Background: an optimization exercise with open tools, aiming at small area. Do not read the settings as production practice.
In this exercise RTL edits were held to simulation tests only and were not proved equivalent to the original.
The clock port is modelled as an ideal driver, which makes a skipped or thinned clock tree look cheaper than it is; a real chip needs a root buffer or a tree.
No activity file was given, so power comes from the tool's default toggle rates.

== try-lagoon ==
Design cpu16_backend, start of the top module:
module cpu16_backend
(
    input  logic         clk,
    input  logic         reset,
    input  logic         in_valid,
    output logic         in_ready,
    input  logic [15:0]  in_instr,
    output logic         retire_valid,
    input  logic         retire_ready,
    output logic [32:0]  retire,
    output logic [127:0] regval
);
export LEC_CHECK = 0
export CAP_MARGIN = 20
export CORE_MARGIN = 2
export CORE_UTILIZATION = 60
export PLACE_DENSITY = 0.75
export SLEW_MARGIN = 20
create_clock -name core_clock -period 5.0 [get_ports {clk}]
standard.sh (not shown) runs the stock make flow with config.mk's settings and CLKGATE_MAP_FILE= SYNTH_SCRIPT=/design/flow/synth_recipe.tcl, a recipe that flattens the netlist after the stock synthesis.
==> flow/flow/run.sh <==
#!/bin/bash
# Own layout flow: the standard ORFS flow (standard.sh) with these changes:
#  - synthesis runs flow/synth.tcl, which is synth_recipe.tcl with the final ABC
#    mapping done by the area-oriented script flow/area.abc (no delay target);
#    registers are untouched, so they match the standard synthesis;
#  - every port still gets its own buffer, but a buf_1 rather than the default cell;
#  - the clock tree is built by flow/manual_cts.tcl (run as ORFS's PRE_CTS_TCL
#    hook): one root clock buffer driving leaf clock buffers, each driving a
#    compact cluster of at most about 17 flip-flops (more leaves if the
#    estimated clock-pin slew exceeds 110 ps); ORFS's own
#    clock_tree_synthesis is skipped, the rest of its CTS step runs as usual.
# Each tool's output goes to ORFS's own logs under orfs/logs; make's to flow.log.
set -euo pipefail
W=$PWD
export AREA_ABC_SCRIPT=$W/flow/area.abc
export BUFFER_PORTS_ARGS="-buffer_cell sky130_fd_sc_hd__buf_1"
export PRE_CTS_TCL=$W/flow/manual_cts.tcl
export MCTS_SINKS=17
export MCTS_MAX_SLEW=0.110
export MCTS_LEAF_CELL=sky130_fd_sc_hd__clkbuf_8
export MCTS_ROOT_CELL=sky130_fd_sc_hd__clkbuf_8
sed "s|SYNTH_SCRIPT=[^ ]*|SYNTH_SCRIPT=$W/flow/synth.tcl|" standard.sh > own_standard.sh
bash own_standard.sh finish > flow.log 2>&1
==> flow/flow/area.abc <==
strash
&get -n
&st
&dch -f
&nf -a -R 1000 -C 32
&put
topo
==> flow/flow/manual_cts.tcl <==
# Manual clock tree, run before ORFS's CTS step (PRE_CTS_TCL): the clock port
# drives one root clock buffer, which drives leaf clock buffers; each leaf
# drives a cluster of at most about MCTS_SINKS flip-flops, clustered by
# position (k-means with balanced cluster sizes, four seedings, keeping the
# one with the lowest estimated clock-pin slew).
# ORFS's clock_tree_synthesis is then skipped; the rest of its CTS step
# (legalisation, timing repair) runs as usual.
proc mcts_build {want init} {
  set block [ord::get_db_block]
  set db [ord::get_db]
  set leafm [$db findMaster $::env(MCTS_LEAF_CELL)]
  set rootm [$db findMaster $::env(MCTS_ROOT_CELL)]
  set clk [[$block findBTerm clk] getNet]
  $clk setSigType CLOCK
  set sinks {}
  set xs {}
  set ys {}
  foreach it [$clk getITerms] {
    set inst [$it getInst]
    set box [$inst getBBox]
    lappend sinks $it
    lappend xs [expr {([$box xMin] + [$box xMax]) / 2.0}]
    lappend ys [expr {([$box yMin] + [$box yMax]) / 2.0}]
  }
  set n [llength $sinks]
  set nleaf $want
  set cap [expr {($n + $nleaf - 1) / $nleaf}]
  # k-means, seeded with points spread along one direction: x, y, x+y or x-y
  set keys {}
  for {set i 0} {$i < $n} {incr i} {
    set x [lindex $xs $i]
    set y [lindex $ys $i]
    lappend keys [lindex [list $x $y [expr {$x + $y}] [expr {$x - $y}]] $init]
  }
  set order [lsort -real -indices $keys]
  set cx {}
  set cy {}
  for {set k 0} {$k < $nleaf} {incr k} {
    set i [lindex $order [expr {int(($k + 0.5) * $n / $nleaf)}]]
    lappend cx [lindex $xs $i]
    lappend cy [lindex $ys $i]
  }
  set asg [lrepeat $n 0]
  for {set iter 0} {$iter < 30} {incr iter} {
    # assign each sink to the nearest leaf that still has room, taking the
    # sink-leaf pairs from the closest one up
    set pairs {}
    for {set i 0} {$i < $n} {incr i} {
      for {set k 0} {$k < $nleaf} {incr k} {
        set dx [expr {[lindex $xs $i] - [lindex $cx $k]}]
        set dy [expr {[lindex $ys $i] - [lindex $cy $k]}]
        lappend pairs [list [expr {$dx * $dx + $dy * $dy}] $i $k]
      }
    }
    set room [lrepeat $nleaf $cap]
    set done [lrepeat $n 0]
    foreach p [lsort -real -index 0 $pairs] {
      lassign $p d i k
      if {[lindex $done $i] || [lindex $room $k] == 0} { continue }
      lset asg $i $k
      lset done $i 1
      lset room $k [expr {[lindex $room $k] - 1}]
    }
    set sx [lrepeat $nleaf 0.0]
    set sy [lrepeat $nleaf 0.0]
    set sc [lrepeat $nleaf 0]
    for {set i 0} {$i < $n} {incr i} {
      set k [lindex $asg $i]
      lset sx $k [expr {[lindex $sx $k] + [lindex $xs $i]}]
      lset sy $k [expr {[lindex $sy $k] + [lindex $ys $i]}]
      lset sc $k [expr {[lindex $sc $k] + 1}]
    }
    for {set k 0} {$k < $nleaf} {incr k} {
      if {[lindex $sc $k] > 0} {
        lset cx $k [expr {[lindex $sx $k] / [lindex $sc $k]}]
        lset cy $k [expr {[lindex $sy $k] / [lindex $sc $k]}]
      }
    }
  }
  # root buffer at the centre of the leaves
  set rx 0.0
  set ry 0.0
  for {set k 0} {$k < $nleaf} {incr k} {
    set rx [expr {$rx + [lindex $cx $k] / $nleaf}]
    set ry [expr {$ry + [lindex $cy $k] / $nleaf}]
  }
  set root [odb::dbInst_create $block $rootm clkbuf_mcts_root]
  $root setLocation [expr {int($rx)}] [expr {int($ry)}]
  $root setPlacementStatus PLACED
  set rootnet [odb::dbNet_create $block clknet_mcts_root]
  $rootnet setSigType CLOCK
  [$root findITerm A] connect $clk
  [$root findITerm X] connect $rootnet
  for {set k 0} {$k < $nleaf} {incr k} {
    set leaf [odb::dbInst_create $block $leafm clkbuf_mcts_leaf_$k]
    $leaf setLocation [expr {int([lindex $cx $k])}] [expr {int([lindex $cy $k])}]
    $leaf setPlacementStatus PLACED
    set net [odb::dbNet_create $block clknet_mcts_leaf_$k]
    $net setSigType CLOCK
    [$leaf findITerm A] connect $rootnet
    [$leaf findITerm X] connect $net
    set cnt 0
    for {set i 0} {$i < $n} {incr i} {
      if {[lindex $asg $i] == $k} {
        set it [lindex $sinks $i]
        $it disconnect
        $it connect $net
        incr cnt
      }
    }
    puts "mcts: leaf $k drives $cnt sinks"
  }
  puts "mcts: $n sinks, $nleaf leaves"
}
# worst slew at a flip-flop clock pin, from placement parasitics
proc mcts_worst_slew {} {
  set_propagated_clock [all_clocks]
  estimate_parasitics -placement
  set worst 0
  foreach pin [get_pins -hierarchical */CLK] {
    set s [get_property $pin slew_max]
    if {$s > $worst} { set worst $s }
  }
  return $worst
}
# take the tree apart again: sinks back on the clock net, buffers removed
proc mcts_undo {} {
  set block [ord::get_db_block]
  set clk [[$block findBTerm clk] getNet]
  foreach inst [$block getInsts] {
    if {![string match clkbuf_mcts_* [$inst getName]]} { continue }
    set out [[$inst findITerm X] getNet]
    if {[string match clkbuf_mcts_leaf_* [$inst getName]]} {
      foreach it [$out getITerms] {
        if {[$it getInst] ne $inst} { $it disconnect; $it connect $clk }
      }
    }
  }
  foreach inst [$block getInsts] {
    if {[string match clkbuf_mcts_* [$inst getName]]} {
      set out [[$inst findITerm X] getNet]
      odb::dbInst_destroy $inst
      odb::dbNet_destroy $out
    }
  }
}
# start from the leaf count that keeps clusters within MCTS_SINKS sinks and
# add leaves while the estimated clock-pin slew exceeds MCTS_MAX_SLEW (ns)
set mcts_n [llength [[[[ord::get_db_block] findBTerm clk] getNet] getITerms]]
set mcts_k [expr {($mcts_n + $::env(MCTS_SINKS) - 1) / $::env(MCTS_SINKS)}]
# for each leaf count, try the four seedings and keep the best
while {1} {
  set best_s 1e9
  set best_i 0
  for {set init 0} {$init < 4} {incr init} {
    mcts_build $mcts_k $init
    set mcts_s [mcts_worst_slew]
    puts "mcts: $mcts_k leaves, seeding $init, worst clock-pin slew estimate $mcts_s"
    mcts_undo
    if {$mcts_s < $best_s} { set best_s $mcts_s; set best_i $init }
  }
  if {$best_s <= $::env(MCTS_MAX_SLEW) || $mcts_k >= 40} {
    mcts_build $mcts_k $best_i
    puts "mcts: chose $mcts_k leaves, seeding $best_i, estimate [mcts_worst_slew]"
    break
  }
  incr mcts_k
}
# the tree is built: skip ORFS's own clock tree synthesis
rename clock_tree_synthesis orfs_clock_tree_synthesis
proc clock_tree_synthesis {args} {
  puts "clock_tree_synthesis skipped: manual clock tree"
  set_propagated_clock [all_clocks]
}
Other scripts of this flow, unchanged in this note and not shown: flow/flow/synth.tcl
diff inputs: try-lagoon => try-zinc
==> flow/flow/area.abc <==
strash
&get -n
&st
&dch -f
&nf -a -R 1000
&put
strash
&get -n
&st
&dch -f
&nf -a -R 1000
&put
strash
&get -n
&st
&dch -f
&nf -a -R 1000
&put
topo
--- a/flow/flow/manual_cts.tcl
+++ b/flow/flow/manual_cts.tcl
@@ -2,9 +2,8 @@
 # drives one root clock buffer, which drives leaf clock buffers; each leaf
 # drives a cluster of at most about MCTS_SINKS flip-flops, clustered by
-# position (k-means with balanced cluster sizes, four seedings, keeping the
-# one with the lowest estimated clock-pin slew).
+# position (k-means with balanced cluster sizes).
 # ORFS's clock_tree_synthesis is then skipped; the rest of its CTS step
 # (legalisation, timing repair) runs as usual.
-proc mcts_build {want init} {
+proc mcts_build {want} {
   set block [ord::get_db_block]
   set db [ord::get_db]
@@ -26,12 +25,6 @@
   set nleaf $want
   set cap [expr {($n + $nleaf - 1) / $nleaf}]
-  # k-means, seeded with points spread along one direction: x, y, x+y or x-y
-  set keys {}
-  for {set i 0} {$i < $n} {incr i} {
-    set x [lindex $xs $i]
-    set y [lindex $ys $i]
-    lappend keys [lindex [list $x $y [expr {$x + $y}] [expr {$x - $y}]] $init]
-  }
-  set order [lsort -real -indices $keys]
+  # k-means, seeded with points spread along the sorted x order
+  set order [lsort -real -indices $xs]
   set cx {}
   set cy {}
@@ -149,20 +142,10 @@
 set mcts_n [llength [[[[ord::get_db_block] findBTerm clk] getNet] getITerms]]
 set mcts_k [expr {($mcts_n + $::env(MCTS_SINKS) - 1) / $::env(MCTS_SINKS)}]
-# for each leaf count, try the four seedings and keep the best
 while {1} {
-  set best_s 1e9
-  set best_i 0
-  for {set init 0} {$init < 4} {incr init} {
-    mcts_build $mcts_k $init
-    set mcts_s [mcts_worst_slew]
-    puts "mcts: $mcts_k leaves, seeding $init, worst clock-pin slew estimate $mcts_s"
-    mcts_undo
-    if {$mcts_s < $best_s} { set best_s $mcts_s; set best_i $init }
-  }
-  if {$best_s <= $::env(MCTS_MAX_SLEW) || $mcts_k >= 40} {
-    mcts_build $mcts_k $best_i
-    puts "mcts: chose $mcts_k leaves, seeding $best_i, estimate [mcts_worst_slew]"
-    break
-  }
+  mcts_build $mcts_k
+  set mcts_s [mcts_worst_slew]
+  puts "mcts: $mcts_k leaves, worst clock-pin slew estimate $mcts_s"
+  if {$mcts_s <= $::env(MCTS_MAX_SLEW) || $mcts_k >= 40} { break }
+  mcts_undo
   incr mcts_k
 }
### Flow results
- No run among try-zinc and try-lagoon stopped early or left any final violation; all are clean.
- Core utilization in try-zinc is 1.8 points higher than in try-lagoon
- When the final numbers for try-zinc and try-lagoon were put side by side, the final instance area turned out to be smaller in try-lagoon.
- Number of distinct standard cells referenced by the synthesized netlist on try-zinc is down relative to try-lagoon.
- try-zinc against try-lagoon: netlist area before placement held; sum of met3 wire segment lengths after detailed routing went up 340 microns; switching portion of total power went up 1.1 points.
No run of this note takes its clock network from TritonCTS; it comes from the design's own scripts or RTL.

---

Another version of the RTL of cpu16_backend (not shown whole).
Size: roughly 170 flip-flops, roughly 0.0066 mm² of cells after synthesis.
clock: 5.0 ns
lec_check: 0
cap_margin: 20
core_margin: 2
core_utilization: 60
place_density: 0.75
slew_margin: 20
==> flow/flow/run.sh <==
#!/bin/bash
# Own layout flow: the standard ORFS flow (standard.sh) with these changes:
#  - synthesis runs flow/synth.tcl, which is synth_recipe.tcl with the final ABC
#    mapping done by the area-oriented script flow/area.abc (no delay target);
#    registers are untouched, so they match the standard synthesis;
#  - every port still gets its own buffer, but a buf_1 rather than the default cell;
#  - the clock tree is built by flow/manual_cts.tcl (run as ORFS's PRE_CTS_TCL
#    hook): one root clock buffer driving leaf clock buffers, each driving a
#    compact cluster of at most about 17 flip-flops (more leaves if the
#    estimated clock-pin slew exceeds 110 ps); ORFS's own
#    clock_tree_synthesis is skipped, the rest of its CTS step runs as usual.
# Each tool's output goes to ORFS's own logs under orfs/logs; make's to flow.log.
set -euo pipefail
W=$PWD
export AREA_ABC_SCRIPT=$W/flow/area.abc
export BUFFER_PORTS_ARGS="-buffer_cell sky130_fd_sc_hd__buf_1"
export PRE_CTS_TCL=$W/flow/manual_cts.tcl
export MCTS_SINKS=17
export MCTS_MAX_SLEW=0.110
export MCTS_LEAF_CELL=sky130_fd_sc_hd__clkbuf_8
export MCTS_ROOT_CELL=sky130_fd_sc_hd__clkbuf_8
sed "s|SYNTH_SCRIPT=[^ ]*|SYNTH_SCRIPT=$W/flow/synth.tcl|" standard.sh > own_standard.sh
bash own_standard.sh MATCH_CELL_FOOTPRINT=0 finish > flow.log 2>&1
==> flow/flow/manual_cts.tcl <==
# Manual clock tree, run before ORFS's CTS step (PRE_CTS_TCL): the clock port
# drives one root clock buffer, which drives leaf clock buffers; each leaf
# drives a cluster of at most about MCTS_SINKS flip-flops, clustered by
# position (k-means with balanced cluster sizes).
# ORFS's clock_tree_synthesis is then skipped; the rest of its CTS step
# (legalisation, timing repair) runs as usual.
proc mcts_build {want} {
  set block [ord::get_db_block]
  set db [ord::get_db]
  set leafm [$db findMaster $::env(MCTS_LEAF_CELL)]
  set rootm [$db findMaster $::env(MCTS_ROOT_CELL)]
  set clk [[$block findBTerm clk] getNet]
  $clk setSigType CLOCK
  set sinks {}
  set xs {}
  set ys {}
  foreach it [$clk getITerms] {
    set inst [$it getInst]
    set box [$inst getBBox]
    lappend sinks $it
    lappend xs [expr {([$box xMin] + [$box xMax]) / 2.0}]
    lappend ys [expr {([$box yMin] + [$box yMax]) / 2.0}]
  }
  set n [llength $sinks]
  set nleaf $want
  set cap [expr {($n + $nleaf - 1) / $nleaf}]
  # k-means, seeded with points spread along the sorted x order
  set order [lsort -real -indices $xs]
  set cx {}
  set cy {}
  for {set k 0} {$k < $nleaf} {incr k} {
    set i [lindex $order [expr {int(($k + 0.5) * $n / $nleaf)}]]
    lappend cx [lindex $xs $i]
    lappend cy [lindex $ys $i]
  }
  set asg [lrepeat $n 0]
  for {set iter 0} {$iter < 30} {incr iter} {
    # assign each sink to the nearest leaf that still has room, taking the
    # sink-leaf pairs from the closest one up
    set pairs {}
    for {set i 0} {$i < $n} {incr i} {
      for {set k 0} {$k < $nleaf} {incr k} {
        set dx [expr {[lindex $xs $i] - [lindex $cx $k]}]
        set dy [expr {[lindex $ys $i] - [lindex $cy $k]}]
        lappend pairs [list [expr {$dx * $dx + $dy * $dy}] $i $k]
      }
    }
    set room [lrepeat $nleaf $cap]
    set done [lrepeat $n 0]
    foreach p [lsort -real -index 0 $pairs] {
      lassign $p d i k
      if {[lindex $done $i] || [lindex $room $k] == 0} { continue }
      lset asg $i $k
      lset done $i 1
      lset room $k [expr {[lindex $room $k] - 1}]
    }
    set sx [lrepeat $nleaf 0.0]
    set sy [lrepeat $nleaf 0.0]
    set sc [lrepeat $nleaf 0]
    for {set i 0} {$i < $n} {incr i} {
      set k [lindex $asg $i]
      lset sx $k [expr {[lindex $sx $k] + [lindex $xs $i]}]
      lset sy $k [expr {[lindex $sy $k] + [lindex $ys $i]}]
      lset sc $k [expr {[lindex $sc $k] + 1}]
    }
    for {set k 0} {$k < $nleaf} {incr k} {
      if {[lindex $sc $k] > 0} {
        lset cx $k [expr {[lindex $sx $k] / [lindex $sc $k]}]
        lset cy $k [expr {[lindex $sy $k] / [lindex $sc $k]}]
      }
    }
  }
  # root buffer at the centre of the leaves
  set rx 0.0
  set ry 0.0
  for {set k 0} {$k < $nleaf} {incr k} {
    set rx [expr {$rx + [lindex $cx $k] / $nleaf}]
    set ry [expr {$ry + [lindex $cy $k] / $nleaf}]
  }
  set root [odb::dbInst_create $block $rootm clkbuf_mcts_root]
  $root setLocation [expr {int($rx)}] [expr {int($ry)}]
  $root setPlacementStatus PLACED
  set rootnet [odb::dbNet_create $block clknet_mcts_root]
  $rootnet setSigType CLOCK
  [$root findITerm A] connect $clk
  [$root findITerm X] connect $rootnet
  for {set k 0} {$k < $nleaf} {incr k} {
    set leaf [odb::dbInst_create $block $leafm clkbuf_mcts_leaf_$k]
    $leaf setLocation [expr {int([lindex $cx $k])}] [expr {int([lindex $cy $k])}]
    $leaf setPlacementStatus PLACED
    set net [odb::dbNet_create $block clknet_mcts_leaf_$k]
    $net setSigType CLOCK
    [$leaf findITerm A] connect $rootnet
    [$leaf findITerm X] connect $net
    set cnt 0
    for {set i 0} {$i < $n} {incr i} {
      if {[lindex $asg $i] == $k} {
        set it [lindex $sinks $i]
        $it disconnect
        $it connect $net
        incr cnt
      }
    }
    puts "mcts: leaf $k drives $cnt sinks"
  }
  puts "mcts: $n sinks, $nleaf leaves"
}
# worst slew at a flip-flop clock pin, from placement parasitics
proc mcts_worst_slew {} {
  set_propagated_clock [all_clocks]
  estimate_parasitics -placement
  set worst 0
  foreach pin [get_pins -hierarchical */CLK] {
    set s [get_property $pin slew_max]
    if {$s > $worst} { set worst $s }
  }
  return $worst
}
# take the tree apart again: sinks back on the clock net, buffers removed
proc mcts_undo {} {
  set block [ord::get_db_block]
  set clk [[$block findBTerm clk] getNet]
  foreach inst [$block getInsts] {
    if {![string match clkbuf_mcts_* [$inst getName]]} { continue }
    set out [[$inst findITerm X] getNet]
    if {[string match clkbuf_mcts_leaf_* [$inst getName]]} {
      foreach it [$out getITerms] {
        if {[$it getInst] ne $inst} { $it disconnect; $it connect $clk }
      }
    }
  }
  foreach inst [$block getInsts] {
    if {[string match clkbuf_mcts_* [$inst getName]]} {
      set out [[$inst findITerm X] getNet]
      odb::dbInst_destroy $inst
      odb::dbNet_destroy $out
    }
  }
}
# start from the leaf count that keeps clusters within MCTS_SINKS sinks and
# add leaves while the estimated clock-pin slew exceeds MCTS_MAX_SLEW (ns)
set mcts_n [llength [[[[ord::get_db_block] findBTerm clk] getNet] getITerms]]
set mcts_k [expr {($mcts_n + $::env(MCTS_SINKS) - 1) / $::env(MCTS_SINKS)}]
while {1} {
  mcts_build $mcts_k
  set mcts_s [mcts_worst_slew]
  puts "mcts: $mcts_k leaves, worst clock-pin slew estimate $mcts_s"
  if {$mcts_s <= $::env(MCTS_MAX_SLEW) || $mcts_k >= 40} { break }
  mcts_undo
  incr mcts_k
}
# the tree is built: skip ORFS's own clock tree synthesis
rename clock_tree_synthesis orfs_clock_tree_synthesis
proc clock_tree_synthesis {args} {
  puts "clock_tree_synthesis skipped: manual clock tree"
  set_propagated_clock [all_clocks]
}
Other scripts of this flow, unchanged in this note and not shown: flow/flow/area.abc, flow/flow/synth.tcl
The first run finished with timing, DRC and antenna clean.
Then changed:
--- a/flow/flow/run.sh
+++ b/flow/flow/run.sh
@@ -7,6 +7,5 @@
 #  - the clock tree is built by flow/manual_cts.tcl (run as ORFS's PRE_CTS_TCL
 #    hook): one root clock buffer driving leaf clock buffers, each driving a
-#    compact cluster of at most about 17 flip-flops (more leaves if the
-#    estimated clock-pin slew exceeds 110 ps); ORFS's own
+#    compact cluster of at most about 17 flip-flops; ORFS's own
 #    clock_tree_synthesis is skipped, the rest of its CTS step runs as usual.
 # Each tool's output goes to ORFS's own logs under orfs/logs; make's to flow.log.
@@ -17,7 +16,6 @@
 export PRE_CTS_TCL=$W/flow/manual_cts.tcl
 export MCTS_SINKS=17
-export MCTS_MAX_SLEW=0.110
 export MCTS_LEAF_CELL=sky130_fd_sc_hd__clkbuf_8
 export MCTS_ROOT_CELL=sky130_fd_sc_hd__clkbuf_8
 sed "s|SYNTH_SCRIPT=[^ ]*|SYNTH_SCRIPT=$W/flow/synth.tcl|" standard.sh > own_standard.sh
-bash own_standard.sh MATCH_CELL_FOOTPRINT=0 finish > flow.log 2>&1
+bash own_standard.sh finish > flow.log 2>&1
--- a/flow/flow/manual_cts.tcl
+++ b/flow/flow/manual_cts.tcl
@@ -5,5 +5,5 @@
 # ORFS's clock_tree_synthesis is then skipped; the rest of its CTS step
 # (legalisation, timing repair) runs as usual.
-proc mcts_build {want} {
+proc mcts_build {} {
   set block [ord::get_db_block]
   set db [ord::get_db]
@@ -23,5 +23,5 @@
   }
   set n [llength $sinks]
-  set nleaf $want
+  set nleaf [expr {($n + $::env(MCTS_SINKS) - 1) / $::env(MCTS_SINKS)}]
   set cap [expr {($n + $nleaf - 1) / $nleaf}]
   # k-means, seeded with points spread along the sorted x order
@@ -106,48 +106,5 @@
   puts "mcts: $n sinks, $nleaf leaves"
 }
-# worst slew at a flip-flop clock pin, from placement parasitics
-proc mcts_worst_slew {} {
-  set_propagated_clock [all_clocks]
-  estimate_parasitics -placement
-  set worst 0
-  foreach pin [get_pins -hierarchical */CLK] {
-    set s [get_property $pin slew_max]
-    if {$s > $worst} { set worst $s }
-  }
-  return $worst
-}
-# take the tree apart again: sinks back on the clock net, buffers removed
-proc mcts_undo {} {
-  set block [ord::get_db_block]
-  set clk [[$block findBTerm clk] getNet]
-  foreach inst [$block getInsts] {
-    if {![string match clkbuf_mcts_* [$inst getName]]} { continue }
-    set out [[$inst findITerm X] getNet]
-    if {[string match clkbuf_mcts_leaf_* [$inst getName]]} {
-      foreach it [$out getITerms] {
-        if {[$it getInst] ne $inst} { $it disconnect; $it connect $clk }
-      }
-    }
-  }
-  foreach inst [$block getInsts] {
-    if {[string match clkbuf_mcts_* [$inst getName]]} {
-      set out [[$inst findITerm X] getNet]
-      odb::dbInst_destroy $inst
-      odb::dbNet_destroy $out
-    }
-  }
-}
-# start from the leaf count that keeps clusters within MCTS_SINKS sinks and
-# add leaves while the estimated clock-pin slew exceeds MCTS_MAX_SLEW (ns)
-set mcts_n [llength [[[[ord::get_db_block] findBTerm clk] getNet] getITerms]]
-set mcts_k [expr {($mcts_n + $::env(MCTS_SINKS) - 1) / $::env(MCTS_SINKS)}]
-while {1} {
-  mcts_build $mcts_k
-  set mcts_s [mcts_worst_slew]
-  puts "mcts: $mcts_k leaves, worst clock-pin slew estimate $mcts_s"
-  if {$mcts_s <= $::env(MCTS_MAX_SLEW) || $mcts_k >= 40} { break }
-  mcts_undo
-  incr mcts_k
-}
+mcts_build
 # the tree is built: skip ORFS's own clock tree synthesis
 rename clock_tree_synthesis orfs_clock_tree_synthesis
=>
- The changed run completed with no timing, DRC or antenna violations
- design area is unchanged
- final cell count is unchanged
- power is unchanged
No run of this note takes its clock network from TritonCTS; it comes from the design's own scripts or RTL.

==> separate check: timing with driven ports <==
Ports are ideal in the flow. The routed layouts listed here were re-timed in OpenROAD.
Step 1: set_driving_cell puts a clkbuf_16 on clk and a buf_2 on each other input, an assumption about the parent block.
Step 2, shift: input delay + t, output delay - t, t = (earliest + latest rising clock arrival at the registers) / 2. This alone moves slack from input paths to output paths.
a / b / c = ideal ports / drivers / drivers and shift; a / b = the first two.
| run | t, ns | setup WS [ns] | clock arrival spread, ns | cell pins on the clock port's net |
|---|---|---|---|---|
| try-lagoon | 0.455 | 0.359 / 0.359 / 0.359 | 0.015 / 0.015 | 1 |
| try-zinc | 0.455 | 0.384 / 0.384 / 0.384 | 0.015 / 0.015 | 1 |
| the first run of note 2 | 0.457 | 0.531 / 0.531 / 0.531 | 0.009 / 0.010 | 1 |
| the second run of note 2 | 0.457 | 0.531 / 0.531 / 0.531 | 0.009 / 0.010 | 1 |
After both steps every run listed still meets setup and hold.
